Source: an optimization exercise on an open RTL-to-GDS flow (aim: small area, a short achievable clock period and few clock cycles). Production flows keep margins and buffers that such runs may drop.
In this exercise RTL edits were held to simulation tests only and were not proved equivalent to the original.
No activity file was given, so power comes from the tool's default toggle rates.

[flow/flow/run.sh]
#!/bin/bash
# Own layout flow: the standard flow (standard synthesis unchanged), with
# timing repair aimed below the design's period so the layout is optimised for
# the period it can reach. The clock, constraints and all other steps are the
# standard ones. Each step's full output stays in orfs/logs/; make's own
# output goes to flow_make.log in the work folder.
set -euo pipefail
MARGIN=$(cat flow/setup_margin)
bash standard.sh SETUP_SLACK_MARGIN="$MARGIN" finish > flow_make.log 2>&1
[flow/flow/setup_margin]
6.5
[flow/standard.sh]
#!/bin/bash
# synth_recipe.tcl (not shown) runs the flow's synth.tcl, then flattens the netlist and writes it again
# the make line also repeats each setting of config.mk as NAME=value (left out here)
make -C /OpenROAD-flow-scripts/flow DESIGN_CONFIG=/design/flow/config.mk WORK_HOME=/design/flow/orfs CLKGATE_MAP_FILE= SYNTH_SCRIPT=/design/flow/synth_recipe.tcl "${@:-finish}"
[flow/config.mk]
export PLATFORM = sky130hd
export DESIGN_NAME = tag_whitelist_table
export DESIGN_NICKNAME = tag_whitelist_table
export VERILOG_FILES = /design/flow/design.v
export SDC_FILE = /design/flow/constraint.sdc
export NUM_CORES = 4
export LEC_CHECK = 0
export CAP_MARGIN = 20
export CORE_MARGIN = 2
export CORE_UTILIZATION = 40
export CTS_CLUSTER_DIAMETER = 70
export CTS_CLUSTER_SIZE = 24
export SLEW_MARGIN = 20
export SYNTH_MEMORY_MAX_BITS = 8192
[flow/constraint.sdc]
create_clock -name core_clock -period 10.0 [get_ports {clk}]
set_input_delay 2.0000 -clock core_clock [delete_from_list [all_inputs] [get_ports {clk}]]
set_output_delay 2.0000 -clock core_clock [all_outputs]
set_load 0.01 [all_outputs]
[flow/design.v]
package twt_pkg;
    localparam int TAG_W      = 32;
    localparam int TOP_BYTE_W = 8;
    localparam int MODE_W     = 2;
    localparam int STATUS_W   = 3;
    localparam int SLOT_OUT_W = 8;
    localparam logic [MODE_W-1:0] MODE_ADD    = 2'd0;
    localparam logic [MODE_W-1:0] MODE_REMOVE = 2'd1;
    localparam logic [MODE_W-1:0] MODE_CHECK  = 2'd2;
    typedef enum logic [STATUS_W-1:0] {
        ST_ADDED     = 3'd0,
        ST_EXISTS    = 3'd1,
        ST_FULL      = 3'd2,
        ST_REMOVED   = 3'd3,
        ST_NOT_FOUND = 3'd4,
        ST_PRESENT   = 3'd5,
        ST_ABSENT    = 3'd6
    } status_t;
    typedef enum logic [1:0] {
        S_IDLE  = 2'd0,
        S_SCAN  = 2'd1,
        S_WRITE = 2'd2,
        S_RESP  = 2'd3
    } state_t;
endpackage
module tag_whitelist_table #(
    parameter int SLOT_COUNT = 128
) (
    input  logic                                clk,
    input  logic                                rst_n,
    input  logic                                in_valid,
    output logic                                in_ready,
    input  logic [twt_pkg::MODE_W-1:0]          mode,
    input  logic [twt_pkg::TAG_W-1:0]           tag_id,
    output logic                                out_valid,
    input  logic                                out_ready,
    output logic [twt_pkg::STATUS_W-1:0]        status,
    output logic [twt_pkg::SLOT_OUT_W-1:0]      slot_index
);
    localparam int IDX_W = (SLOT_COUNT > 1) ? $clog2(SLOT_COUNT) : 1;
    localparam int TAG_W = twt_pkg::TAG_W;
    localparam int RES_W = twt_pkg::STATUS_W + IDX_W;
    localparam int Q_N   = 8;      
    logic [SLOT_COUNT-1:0][TAG_W-1:0] slot_data;
    logic [SLOT_COUNT-1:0]            slot_vld;
    localparam int KEY_COPIES = 4;
    localparam int SLOTS_PER_COPY = SLOT_COUNT / KEY_COPIES;
    logic                       a_vld;
    logic [twt_pkg::MODE_W-1:0] a_mode;
    logic [TAG_W-1:0]           a_key;
    logic [TAG_W-1:0]           a_key_n;       
    logic [TAG_W-1:0]           a_key_h;       
    logic [TAG_W-1:0]           a_key_hn;      
    logic [TAG_W-1:0]           cmp_key [KEY_COPIES];
    logic                       b_vld;
    logic [twt_pkg::MODE_W-1:0] b_mode;
    logic [TAG_W-1:0]           b_key;
    logic [SLOT_COUNT-1:0]      b_eq;
    logic                       b_fwd;    
    logic                       b_key_nz;
    logic                       b_top_nz;
    logic                       added;
    logic [IDX_W-1:0]           added_idx;
    logic [Q_N-1:0][RES_W-1:0] q_data;
    logic [2:0]       q_wr;
    logic [2:0]       q_rd;
    logic [2:0]       q_rd_next;
    logic [RES_W-1:0] head_next;
    logic [RES_W-1:0] out_reg;
    logic [3:0]       q_cnt;
    logic             out_valid_reg;
    logic             in_ready_reg;
    logic [SLOT_COUNT-1:0] a_eq;
    logic [SLOT_COUNT-1:0] fwd_slot;
    logic [SLOT_COUNT-1:0] stay;
    logic [SLOT_COUNT-1:0] match;
    logic                  fwd_hit;
    logic [IDX_W-1:0]      stay_idx;
    logic [SLOT_COUNT-1:0] empty;
    logic [SLOT_COUNT-1:0] first_empty;
    logic [SLOT_COUNT-1:0] below;
    logic                  hit;
    logic                  has_empty;
    logic [IDX_W-1:0]      match_idx;
    logic [IDX_W-1:0]      empty_idx;
    logic                  is_add;
    logic                  is_rem;
    logic                  do_set;
    logic                  do_clr;
    logic                       c_vld;
    logic [twt_pkg::MODE_W-1:0] c_mode;
    logic                       c_hit;
    logic [IDX_W-1:0]           c_match_idx;
    logic [IDX_W-1:0]           c_empty_idx;
    logic                       c_has_empty;
    logic                       c_key_nz;
    logic                       c_top_nz;
    twt_pkg::status_t      res_status;
    logic [IDX_W-1:0]      res_slot;
    logic [RES_W-1:0]      res;
    logic                  pop;
    logic [3:0]            q_cnt_next;
    logic [3:0]            q_cnt_flag;
    logic                  a_vld_next;
    always_comb
    begin
        cmp_key[0] = a_key;
        cmp_key[1] = ~a_key_n;
        cmp_key[2] = a_key_h;
        cmp_key[3] = ~a_key_hn;
        for (int s = 0; s < SLOT_COUNT; s++)
        begin
            a_eq[s] = slot_vld[s] && (slot_data[s] == cmp_key[s / SLOTS_PER_COPY]);
        end
    end
    always_comb
    begin
        fwd_hit = added && b_fwd;
        for (int s = 0; s < SLOT_COUNT; s++)
        begin
            fwd_slot[s] = (added_idx == IDX_W'(s));
        end
        stay  = slot_vld & b_eq;
        match = stay | ({SLOT_COUNT{fwd_hit}} & fwd_slot);
        empty = ~slot_vld;
        below[0] = 1'b0;
        for (int s = 1; s < SLOT_COUNT; s++)
        begin
            below[s] = below[s-1] | empty[s-1];
        end
        first_empty = empty & ~below;
        hit       = (|stay) || fwd_hit;
        has_empty = |empty;
        stay_idx  = '0;
        empty_idx = '0;
        for (int s = 0; s < SLOT_COUNT; s++)
        begin
            stay_idx  = stay_idx  | (stay[s]        ? IDX_W'(s) : '0);
            empty_idx = empty_idx | (first_empty[s] ? IDX_W'(s) : '0);
        end
        match_idx = fwd_hit ? added_idx : stay_idx;
        is_add = (b_mode == twt_pkg::MODE_ADD);
        is_rem = (b_mode == twt_pkg::MODE_REMOVE);
        do_set = b_vld && is_add && b_key_nz && !hit && has_empty;
        do_clr = b_vld && is_rem && b_top_nz;
    end
    always_comb
    begin
        if (c_mode == twt_pkg::MODE_ADD)
        begin
            if (c_hit)
            begin
                res_status = twt_pkg::ST_EXISTS;
                res_slot   = c_match_idx;
            end
            else if (!c_has_empty)
            begin
                res_status = twt_pkg::ST_FULL;
                res_slot   = '0;
            end
            else
            begin
                res_status = c_key_nz ? twt_pkg::ST_ADDED : twt_pkg::ST_EXISTS;
                res_slot   = c_empty_idx;
            end
        end
        else if (c_mode == twt_pkg::MODE_REMOVE)
        begin
            if (c_top_nz && c_hit)
            begin
                res_status = twt_pkg::ST_REMOVED;
                res_slot   = c_match_idx;
            end
            else
            begin
                res_status = twt_pkg::ST_NOT_FOUND;
                res_slot   = '0;
            end
        end
        else
        begin
            if (c_hit)
            begin
                res_status = twt_pkg::ST_PRESENT;
                res_slot   = c_match_idx;
            end
            else if (!c_key_nz && c_has_empty)
            begin
                res_status = twt_pkg::ST_PRESENT;
                res_slot   = c_empty_idx;
            end
            else
            begin
                res_status = twt_pkg::ST_ABSENT;
                res_slot   = '0;
            end
        end
        res = {res_status, res_slot};
    end
    always_ff @(posedge clk)
    begin
        c_mode      <= b_mode;
        c_hit       <= hit;
        c_match_idx <= match_idx;
        c_empty_idx <= empty_idx;
        c_has_empty <= has_empty;
        c_key_nz    <= b_key_nz;
        c_top_nz    <= b_top_nz;
    end
    always_ff @(posedge clk)
    begin
        for (int s = 0; s < SLOT_COUNT; s++)
        begin
            if (first_empty[s])
            begin
                slot_data[s] <= b_key;
            end
        end
    end
    always_ff @(posedge clk or negedge rst_n)
    begin
        if (!rst_n)
        begin
            slot_vld <= '0;
            added    <= 1'b0;
        end
        else
        begin
            for (int s = 0; s < SLOT_COUNT; s++)
            begin
                if (do_set && first_empty[s])
                begin
                    slot_vld[s] <= 1'b1;
                end
                else if (do_clr && match[s])
                begin
                    slot_vld[s] <= 1'b0;
                end
            end
            added <= do_set;
        end
    end
    always_ff @(posedge clk)
    begin
        a_mode    <= mode;
        a_key     <= tag_id;
        a_key_n   <= ~tag_id;
        if (in_valid)
        begin
            a_key_h  <= tag_id;
            a_key_hn <= ~tag_id;
        end
        b_mode    <= a_mode;
        b_key     <= a_key;
        b_eq      <= a_eq;
        b_fwd     <= (a_key == b_key);
        b_key_nz  <= |a_key;
        b_top_nz  <= |a_key[TAG_W-1 -: twt_pkg::TOP_BYTE_W];
        added_idx <= empty_idx;
    end
    always_comb
    begin
        pop        = out_valid_reg && out_ready;
        q_cnt_next = q_cnt - 4'(pop) + 4'(c_vld);
        a_vld_next = in_valid && in_ready_reg;
    end
    always_ff @(posedge clk or negedge rst_n)
    begin
        if (!rst_n)
        begin
            a_vld         <= 1'b0;
            b_vld         <= 1'b0;
            c_vld         <= 1'b0;
            q_cnt         <= '0;
        end
        else
        begin
            a_vld         <= a_vld_next;
            b_vld         <= a_vld;
            c_vld         <= b_vld;
            q_cnt         <= q_cnt_next;
        end
    end
    always_comb
    begin
        q_cnt_flag = q_cnt - 4'((q_cnt != 4'd0) && out_ready) + 4'(c_vld);
    end
    always_ff @(posedge clk)
    begin
        out_valid_reg <= (q_cnt_flag != 4'd0);
        in_ready_reg  <= ({1'b0, q_cnt_flag} + 5'(a_vld_next) + 5'(a_vld) + 5'(b_vld))
                         < 5'(Q_N);
    end
    always_comb
    begin
        q_rd_next = q_rd + 3'(pop);
        if (c_vld && (q_wr == q_rd_next))
        begin
            head_next = res;
        end
        else
        begin
            head_next = q_data[q_rd_next];
        end
    end
    always_ff @(posedge clk)
    begin
        if (c_vld)
        begin
            q_data[q_wr] <= res;
        end
        out_reg <= head_next;
    end
    always_ff @(posedge clk or negedge rst_n)
    begin
        if (!rst_n)
        begin
            q_wr <= '0;
            q_rd <= '0;
        end
        else
        begin
            q_wr <= q_wr + 3'(c_vld);
            q_rd <= q_rd_next;
        end
    end
    assign in_ready   = in_ready_reg;
    assign out_valid  = out_valid_reg;
    assign status     = out_reg[RES_W-1 -: twt_pkg::STATUS_W];
    assign slot_index = twt_pkg::SLOT_OUT_W'(out_reg[IDX_W-1:0]);
endmodule
==> results of run 1 <==
==> metrics by stage <==
| stage | setup slack [ns] | instance area [um^2] |
|---|---|---|
| 3_3_place_gp | 4.89 | 206000 |
| 4_1_cts | 6.49 | 217000 |
| 2_1_floorplan | 5.42 | 195000 |
| 3_5_place_dp | 4.87 | 207000 |
| 5_1_grt | 6.33 | 218000 |
| 6_report | 6.38 | 218000 |
==> final timing paths <==
| path | from | end | slack (ns) | cells past startpoint |
|---|---|---|---|---|
| worst min-delay path | a_mode[0] | b_mode[0] | 0.33 | 0 |
| max in group asynchronous | rst_n | slot_vld[90] | 7.57 | 2 |
| min in group asynchronous | rst_n | slot_vld[114] | 0.96 | 1 |
| worst max register to register | slot_vld[55] | slot_data[2713] | 6.38 | 7 |
| worst min register to register | a_mode[0] | b_mode[0] | 0.33 | 0 |
| worst max-delay path | slot_vld[55] | slot_data[2713] | 6.38 | 7 |
==> metal layers <==
layer  GRT usage  vias to the layer above
met1       0.413                    62718
met2       0.474                     7593
li1            -                    47238
met5           0                        -
met4       0.106                       20
met3      0.0459                     1167
==> worst max-delay path, cell delays in order (launching register included) <==
cell and delay [ns]:
dfrtp_1 0.59, nand4_4 0.27, nor3_4 0.41, nand3_1 0.42, nor3_1 0.33, nand2_1 0.15, buf_4 0.19, nor2_4 0.81
==> synth_stat cells (15+ instances only) <==
master	count
edfxtp_1	4240
xnor2_1	2085
xor2_1	2032
nand4_1	924
nor4_1	471
clkbuf_1	403
dfxtp_1	263
nand2_1	215
nand3_1	210
o21ai_0	210
buf_1	208
a21oi_1	181
nor2_1	170
dfrtp_1	142
inv_1	108
a22oi_1	85
nor3_1	77
o31ai_1	49
buf_2	42
o21ai_1	34
or3_1	30
o41ai_1	29
a22o_1	27
nand2b_1	27
o221ai_1	27
ha_1	22
mux4_2	20
or2_2	20
and4_1	16
a31oi_1	15
or4_1	15
==> power breakdown <==
| group | leakage (nW) | switching [W] | internal [W] |
|---|---|---|---|
| Clock | 4.33 | 0.00709 | 0.00570 |
| Combinational | 21.7 | 0.00397 | 0.00190 |
| Sequential | 42.3 | 0.000601 | 0.0217 |
==> cell families after synthesis <==
group | synth area share
xor gates and xnor gates | 0.185
other | 0.0000193
adders and majority gates | 0.00172
DFF | 0.700
buffers and inverters | 0.0158
and+or+nand+nor | 0.0681
muxes | 0.00308
AOI/OAI and AO/OA | 0.0257
==> repair_timing <==
item,CTS,global route
buffers inserted,62,28
cloned,10,1
pin swaps,49,25
setup endpoints to repair,3089,902
gates resized for setup,285,114
==> layout make-up <==
class / count / area, um^2
inverters: 110 / 424
multi-input cells: 7235 / 57800
clock buffers: 348 / 7300
fillers: 42715 / 267000
clock inverters: 127 / 1700
flip-flops and latches: 4645 / 137000
well taps: 6450 / 8070
repair buffers: 712 / 6070
diodes: 21 / 52.6
==> results.txt, run 1 <==
Finish:
- The register with the most flip-flops in the final layout is slot_data.
- The number of nets in the final layout is 13,039.
- The largest registers in the layout are slot_data: 4096 flops, b_eq: 128 flops, slot_vld: 128 flops.
- The library cells used most frequently in the layout, excluding fill and tap cells, are 4,240 x edfxtp_1, 2,084 x xnor2_1, 2,031 x xor2_1.
- The leading cell type in the layout, fill and taps excluded is edfxtp_1.
- The layout overhead on the synthesized area is 12.1%.
- The register with the most flip-flops in the layout has 4,096 of them.
- The number of standard cells in the layout, taps in and fillers out is 19,648.
- In the final layout, the share of cells above drive strength 1 is 0.126.
- At the end of the flow the core is filled with cells to 0.449.

STA:
- The shortest clock period the worst path allows after layout is 3.62 ns.
- In the finished design, the share of the clock period the worst path needs comes to 0.362.
- Summed over all failing endpoints, the final setup total negative slack is 0 ns.
- The pin slew with the least headroom to its limit is 1.25 ns.
- Setup repair after global routing could not meet its margin everywhere.
- Setup violations remaining at the end of the flow were counted as 0.
- Between clock sinks in the finished design, the worst skew comes to 0.0744 ns.
- The count of pins over their slew limit is 0.
- The relative slew slack is 0.166.
- The maximum achievable frequency is 277 MHz.
- The post-route worst hold slack is 0.332 ns.
- The final number of hold-violating endpoints is 0.

Floorplanning:
- The die width is 701 um.
- For this configuration, the core starts out at a cell density of 0.401.
- The floorplan has 256 rows.
- In this run the count of I/O pins placed on the die edge is 51.
- Measured along the y axis, the die boundary spans 701 um.
- The total core area is 0.485 mm^2.
- The die covers 0.492 mm^2.

Yosys:
- The proportion of synthesized chip area in sequential cells is 0.700.
- The number of synthesized register bits is 4,645.
- Among all flip-flop cells after synthesis, the most frequent one is edfxtp_1.
- By area the synthesized netlist is led by edfxtp_1 65%, xnor2_1 9.4%, xor2_1 9.2%.
- Counting flops with an async set or reset pin after synthesis yields a share of 0.0306.
- The area share of the leading cell type in the synthesized netlist is 0.655.
- The number of synthesized flops with an enable pin is 4,240.
- Yosys printed 2 warnings.
- The mapped netlist covers 0.194 mm^2.
- The cell count after synthesis is 12,650.
- Summed over all instances, the cell type with the most area after synthesis is edfxtp_1.
- The average cell area after synthesis is 15.4 um^2.
- The net count of the mapped netlist is 12,713.
- The unique cell type count in the Yosys netlist is 99.

Hold path:
- The worst hold path class is reg -> reg.

Global routing:
- The total overflow left after global routing is 0.
- The largest net degree at the start of global routing is 78.
- The global-route wire length before repair is 996,000 um.
- The via count of the first global-routing pass is 109,332.
- The overall track demand over capacity in global routing is 0.297.
- The number of antenna violations at the first check in global routing is 69.

Power:
- The total power draw is 0.0410 W.
- The power density relative to cell area is 188 mW/mm^2.
- The worst-case IR drop observed on VDD is 0.000162 V.
- The leakage component of the power is 68.3 nW.

Place:
- Routability-driven placement finished with a final weighted congestion of 1.01.
- The wire-length estimate of the detail-placed layout is 447,000 um.
- The count of buffers added on input and output ports is 49.
- Including well taps, the total number of placed cells is 19,047.

Route:
- For this block, wires on met1 add up to 295,000 um.
- In this run the remaining antenna-violating nets after routing total 0.
- The amount of wire on met3 after detailed routing is 76,800 um.
- In the routed design, unresolved DRC markers number 0.
- The post-detailed-route wirelength per cell is 38.2 um.
- For this block, the routed nets add up to 750,000 um of wire.
- The met2 routed wirelength is 345,000 um.
- The top layer used by detailed routing is met5.
- The detail-routed via count per cell is 6.04.
- For this block, the initial DRC count from the detailed router was 19,926.
- The routed layout has 118,736 vias.
- The number of detailed-routing iterations run before antenna repair is 7.

Worst setup path:
- The startpoint type of the worst setup path is a flop.
- The biggest fanout along the worst timing path is 32.
- The data required time at the worst endpoint is 10.60 ns.
- The start-to-end type of the worst setup path is reg -> reg.
- The critical path data arrival time is 4.22 ns.
- STA classifies the critical path endpoint as a flop.

CTS:
- TritonCTS created 272 clock buffers.
- Buffers inserted to repair hold after CTS numbered 0.
- The maximum buffer depth of the clock tree is 4.
- For this design, the sink count on the clock tree is 4,645.
- The clock latency on the worst-skew pair is 1.03 ns.
- Clock-pin slew was measured on the worst setup and hold paths at 0.09 ns.
- Clock tree synthesis selected as its root buffer the cell clkbuf_16.
- The H-tree generated during clock tree synthesis spans 5 levels.
- TritonCTS built the clock tree.

Status:
- The run finished with no timing, DRC or antenna violations.

Job:
- The max-cap violation count is 0.
Testbench counts, summed over its fixed seeds: cycles 3,232.
==> inputs of run 2 (changes only) <==
==> flow/flow/setup_margin (replaced) <==
6.8
==> run 2 against run 1 <==
Worst setup slack gained 0.17 ns. Non-clock buffer count grew 266. Final cell count increased by 1.6%. Global-route usage grew 0.62 points. Sequential share of layout area is 1.3 points lower. Clock skew is 0.039 ns higher. Critical path depth is 6 lower. Critical endpoint is now status[2]. Highest routed layer unchanged.
==> results.txt, run 2 <==
Route:
- The detail-routed via count per cell is 6.07.
- The number of detailed-routing iterations run before antenna repair is 6.
- The number of design-rule violations left by the first detailed-router iteration is 20,413.
- The detailed-route via count is 121,098.
- The sum of routed wire length over all layers is 766,000 um.
- The residual antenna-violating net count after detailed routing is 0.
- After detailed routing, the number of remaining DRC violations is 0.
- The post-detailed-route wirelength per cell is 38.3 um.

STA:
- The final number of hold-violating endpoints is 0.
- Of the available clock period, the critical path in the final layout requires 0.345.
- The final setup violation count is 0.
- The maximum achievable frequency is 290 MHz.
- For the pin with the worst max-slew slack, the measured transition is 1.14 ns.
- The worst pin sits at a relative slew slack of 0.238.
- The count of pins over their slew limit is 0.
- In the final timing run, aggregate negative setup slack is 0 ns.
- The shortest clock period the worst path allows after layout is 3.45 ns.
- The clock arrives with 0.113 ns of skew.
- Setup repair after global routing could not meet its margin everywhere.

Yosys:
- The number of warnings printed during yosys synthesis is 2.
- The proportion of register bits with asynchronous set or reset after synthesis is 0.0306.
- Averaged over all synthesized cells, the footprint is 15.4 um^2.
- After synthesis, the cell types taking the most area are edfxtp_1 65%, xnor2_1 9.4%, xor2_1 9.2%.
- In this run, synthesis produced a sequential element count of 4,645.
- In this run, synthesis inferred 4,240 flip-flops with an integrated enable.
- Summed over all instances, the cell type with the most area after synthesis is edfxtp_1.
- The area share of the leading cell type in the synthesized netlist is 0.655.
- After synthesis, the most frequently instantiated cells are 4,240 x edfxtp_1, 2,085 x xnor2_1, 2,032 x xor2_1.
- The most common flop cell mapped by yosys is edfxtp_1.
- The dominant cell by count in the synthesized netlist is edfxtp_1.
- The unique cell type count in the Yosys netlist is 99.
- The net count of the mapped netlist is 12,713.
- For this run, the register share of the synthesized area comes to 0.700.
- The mapped netlist covers 0.194 mm^2.
- The cell count after synthesis is 12,650.

Floorplanning:
- In this run the horizontal extent of the chip is 701 um.
- The total core area is 0.485 mm^2.
- The height of the die is 701 um.
- In this run the core area contains 256 standard-cell rows.
- The starting utilization of the core area is 0.401.
- The full die area is 0.492 mm^2.
- The number of placed I/O pins is 51.

Global routing:
- The via count of the first global-routing pass is 111,250.
- The number of antenna violations at the first check in global routing was 72.
- Entering global routing, the biggest net connects 97 pins.
- The overall track demand over capacity in global routing is 0.303.
- After global routing the overflow that remains totals 0.
- The global-route wire length before repair is 1,020,000 um.

Worst setup path:
- The startpoint type of the worst setup path is a flop.
- The peak per-stage delay on the critical path is 0.37 ns.
- Traced cell by cell, the critical path runs through buf_6.
- The count of buffering cells on the critical path with inverters included is 1.
- The endpoint kind of the worst setup timing path is an output pin.
- STA puts the critical path data arrival time at 1.45 ns.
- Along the worst path, the maximum fanout reaches 1.
- The start-to-end type of the worst setup path is reg -> out.
- The family of cells with the greatest summed delay on the critical path is flip-flops.
- The cell with the largest stage delay on the worst path is dfxtp_4.
- The data required time at the worst endpoint is 8.00 ns.
- The register-to-register setup slack is 6.67 ns.

Status:
- The flow ran to the end and the layout has no timing, DRC or antenna violations.

CTS:
- The number of buffers created by CTS is 279.
- The clock latency on the worst-skew pair is 1.07 ns.
- The root buffer selected by CTS is clkbuf_16.
- TritonCTS built the clock tree.
- The tree built by TritonCTS fans out to 4,645 sinks.
- The maximum level of the CTS H-tree is 5.
- Hold repair after CTS inserted 0 buffers.
- After clock tree synthesis, the clock-pin slew on the worst setup and hold paths is 0.09 ns.
- The maximum buffer depth of the clock tree is 4.

Finish:
- In the final layout, the registers with the most flip-flops are slot_data: 4096 flops, b_eq: 128 flops, slot_vld: 128 flops.
- Relative to the synthesized area, the layout overhead comes to 14.7%.
- The flip-flop count of the largest register, all copies and words added is 4,096.
- The leading cell type in the layout, fill and taps excluded is edfxtp_1.
- Of the cells placed in the final design, the portion with a size suffix greater than 1 is 0.160.
- The number of nets in the final layout is 13,335.
- The largest register by flop count is slot_data.
- The top cell types in the final layout, fill and taps aside, are 4,240 x edfxtp_1, 2,085 x xnor2_1, 2,031 x xor2_1.

Place:
- The count of input and output buffers is 49.
- The half-perimeter wire length of the detailed placement result is 445,000 um.
- The final estimated routing congestion in global placement is 1.01.

Job:
- The tool flagged a number of max-cap violations equal to 0.

Power:
- The power density relative to cell area is 186 mW/mm^2.
- Across the VDD grid, the largest voltage drop is 0.000299 V.
- The leakage component of the power is 70.6 nW.
- The total power draw is 0.0415 W.

Hold path:
- The worst hold path class is reg -> reg.
## run 2: cell counts after synthesis
No cell type changed its count.
## run 2: power breakdown
group          internal, W  switching [W]  leakage [nW]
clock network      0.00574        0.00718          4.46
registers           0.0217       0.000492          42.2
logic              0.00213        0.00424          23.9
## run 2: final cells by class
type,instances,area [um^2]
Clock buffer,347,7480
Timing Repair inverter,4,31.3
Clock inverter,145,1690
Fill cell,42194,262000
Inverter,110,444
Multi-Input combinational cell,7254,59100
Antenna cell,30,75.1
Sequential cell,4645,137000
Timing Repair Buffer,978,9330
Tap cell,6450,8070
## run 2: through the flow
step | std cells | hold slack [ns] | util | worst slack, ns | instance area, um^2
CTS | 19804 | 0.340 | 0.456 | 6.46 | 221000
global route | 19934 | 0.352 | 0.460 | 6.49 | 223000
finish | 19963 | 0.339 | 0.460 | 6.55 | 223000
global placement | 19019 | 0.319 | 0.426 | 4.35 | 207000
floorplan | 12650 | 0.310 | - | 5.99 | 196000
detailed placement | 19022 | 0.315 | 0.426 | 4.26 | 207000
## run 2: worst paths after layout
check / endpoint / cells past startpoint / from
max: status[2] / 1 / out_reg[9]
min reg2reg: b_mode[1] / 0 / a_mode[1]
min in group asynchronous: c_vld / 1 / rst_n
max reg2reg: b_eq[75] / 7 / a_key_h[26]
min: b_mode[1] / 0 / a_mode[1]
max in group asynchronous: slot_vld[32] / 3 / rst_n
## run 2: logic make-up (layout without fill, tap and decap cells)
| family | after synthesis | count (layout) | share of synthesized area |
|---|---|---|---|
| compound gates | 776 | 776 | 0.0257 |
| xor+xnor | 4117 | 4117 | 0.185 |
| fa+ha+maj | 25 | 25 | 0.00172 |
| buf+inv | 780 | 1584 | 0.0158 |
| flops | 4645 | 4645 | 0.700 |
| mux | 34 | 34 | 0.00308 |
| other cells | 1 | 31 | 0.0000193 |
| simple gates | 2272 | 2301 | 0.0681 |
## run 2: metal layers
metal	wire length, um	share of wire	track usage	vias up
li1	-	-	-	47929
met1	299000	0.39	0.418	63984
met2	350000	0.46	0.480	7821
met3	80300	0.10	0.0523	1338
met4	36600	0.048	0.118	26
met5	187	0.00024	0	-
## run 2: what timing repair did
| item | in CTS | in global routing |
|---|---|---|
| endpoints found under the hold margin | 0 | 0 |
| setup endpoints to repair | 3654 | 1535 |
| pin swaps | 123 | 63 |
| cloned | 32 | 5 |
| gates resized for setup | 616 | 170 |
| setup buffers | 258 | 117 |

-- static timing again, ports no longer ideal --
The results above use ideal ports. As a check the final layouts listed here were re-extracted and re-timed, cells and wires unchanged.
Step 1, drivers: a clkbuf_16 drives clk and a buf_2 each remaining input, both assumed.
Step 2, shift: input delay + t, output delay - t, t = (earliest + latest rising clock arrival at the registers) / 2. This alone moves slack from input paths to output paths.
Slacks: ideal ports / drivers / drivers and shift; pairs: ideal ports / drivers.
run | shift t [ns] | slack for setup (ns) | worst slew at a driven data input, ns
run 1 | 1.115 | 6.384 / 6.384 / 5.577 | 0.08
run 2 | 1.138 | 6.550 / 6.421 / 5.999 | 0.10
After both steps every run listed still meets setup and hold. For run 1, which loses most, drivers alone change the setup slack by 0.000 ns; drivers and shift together by -0.807 ns.
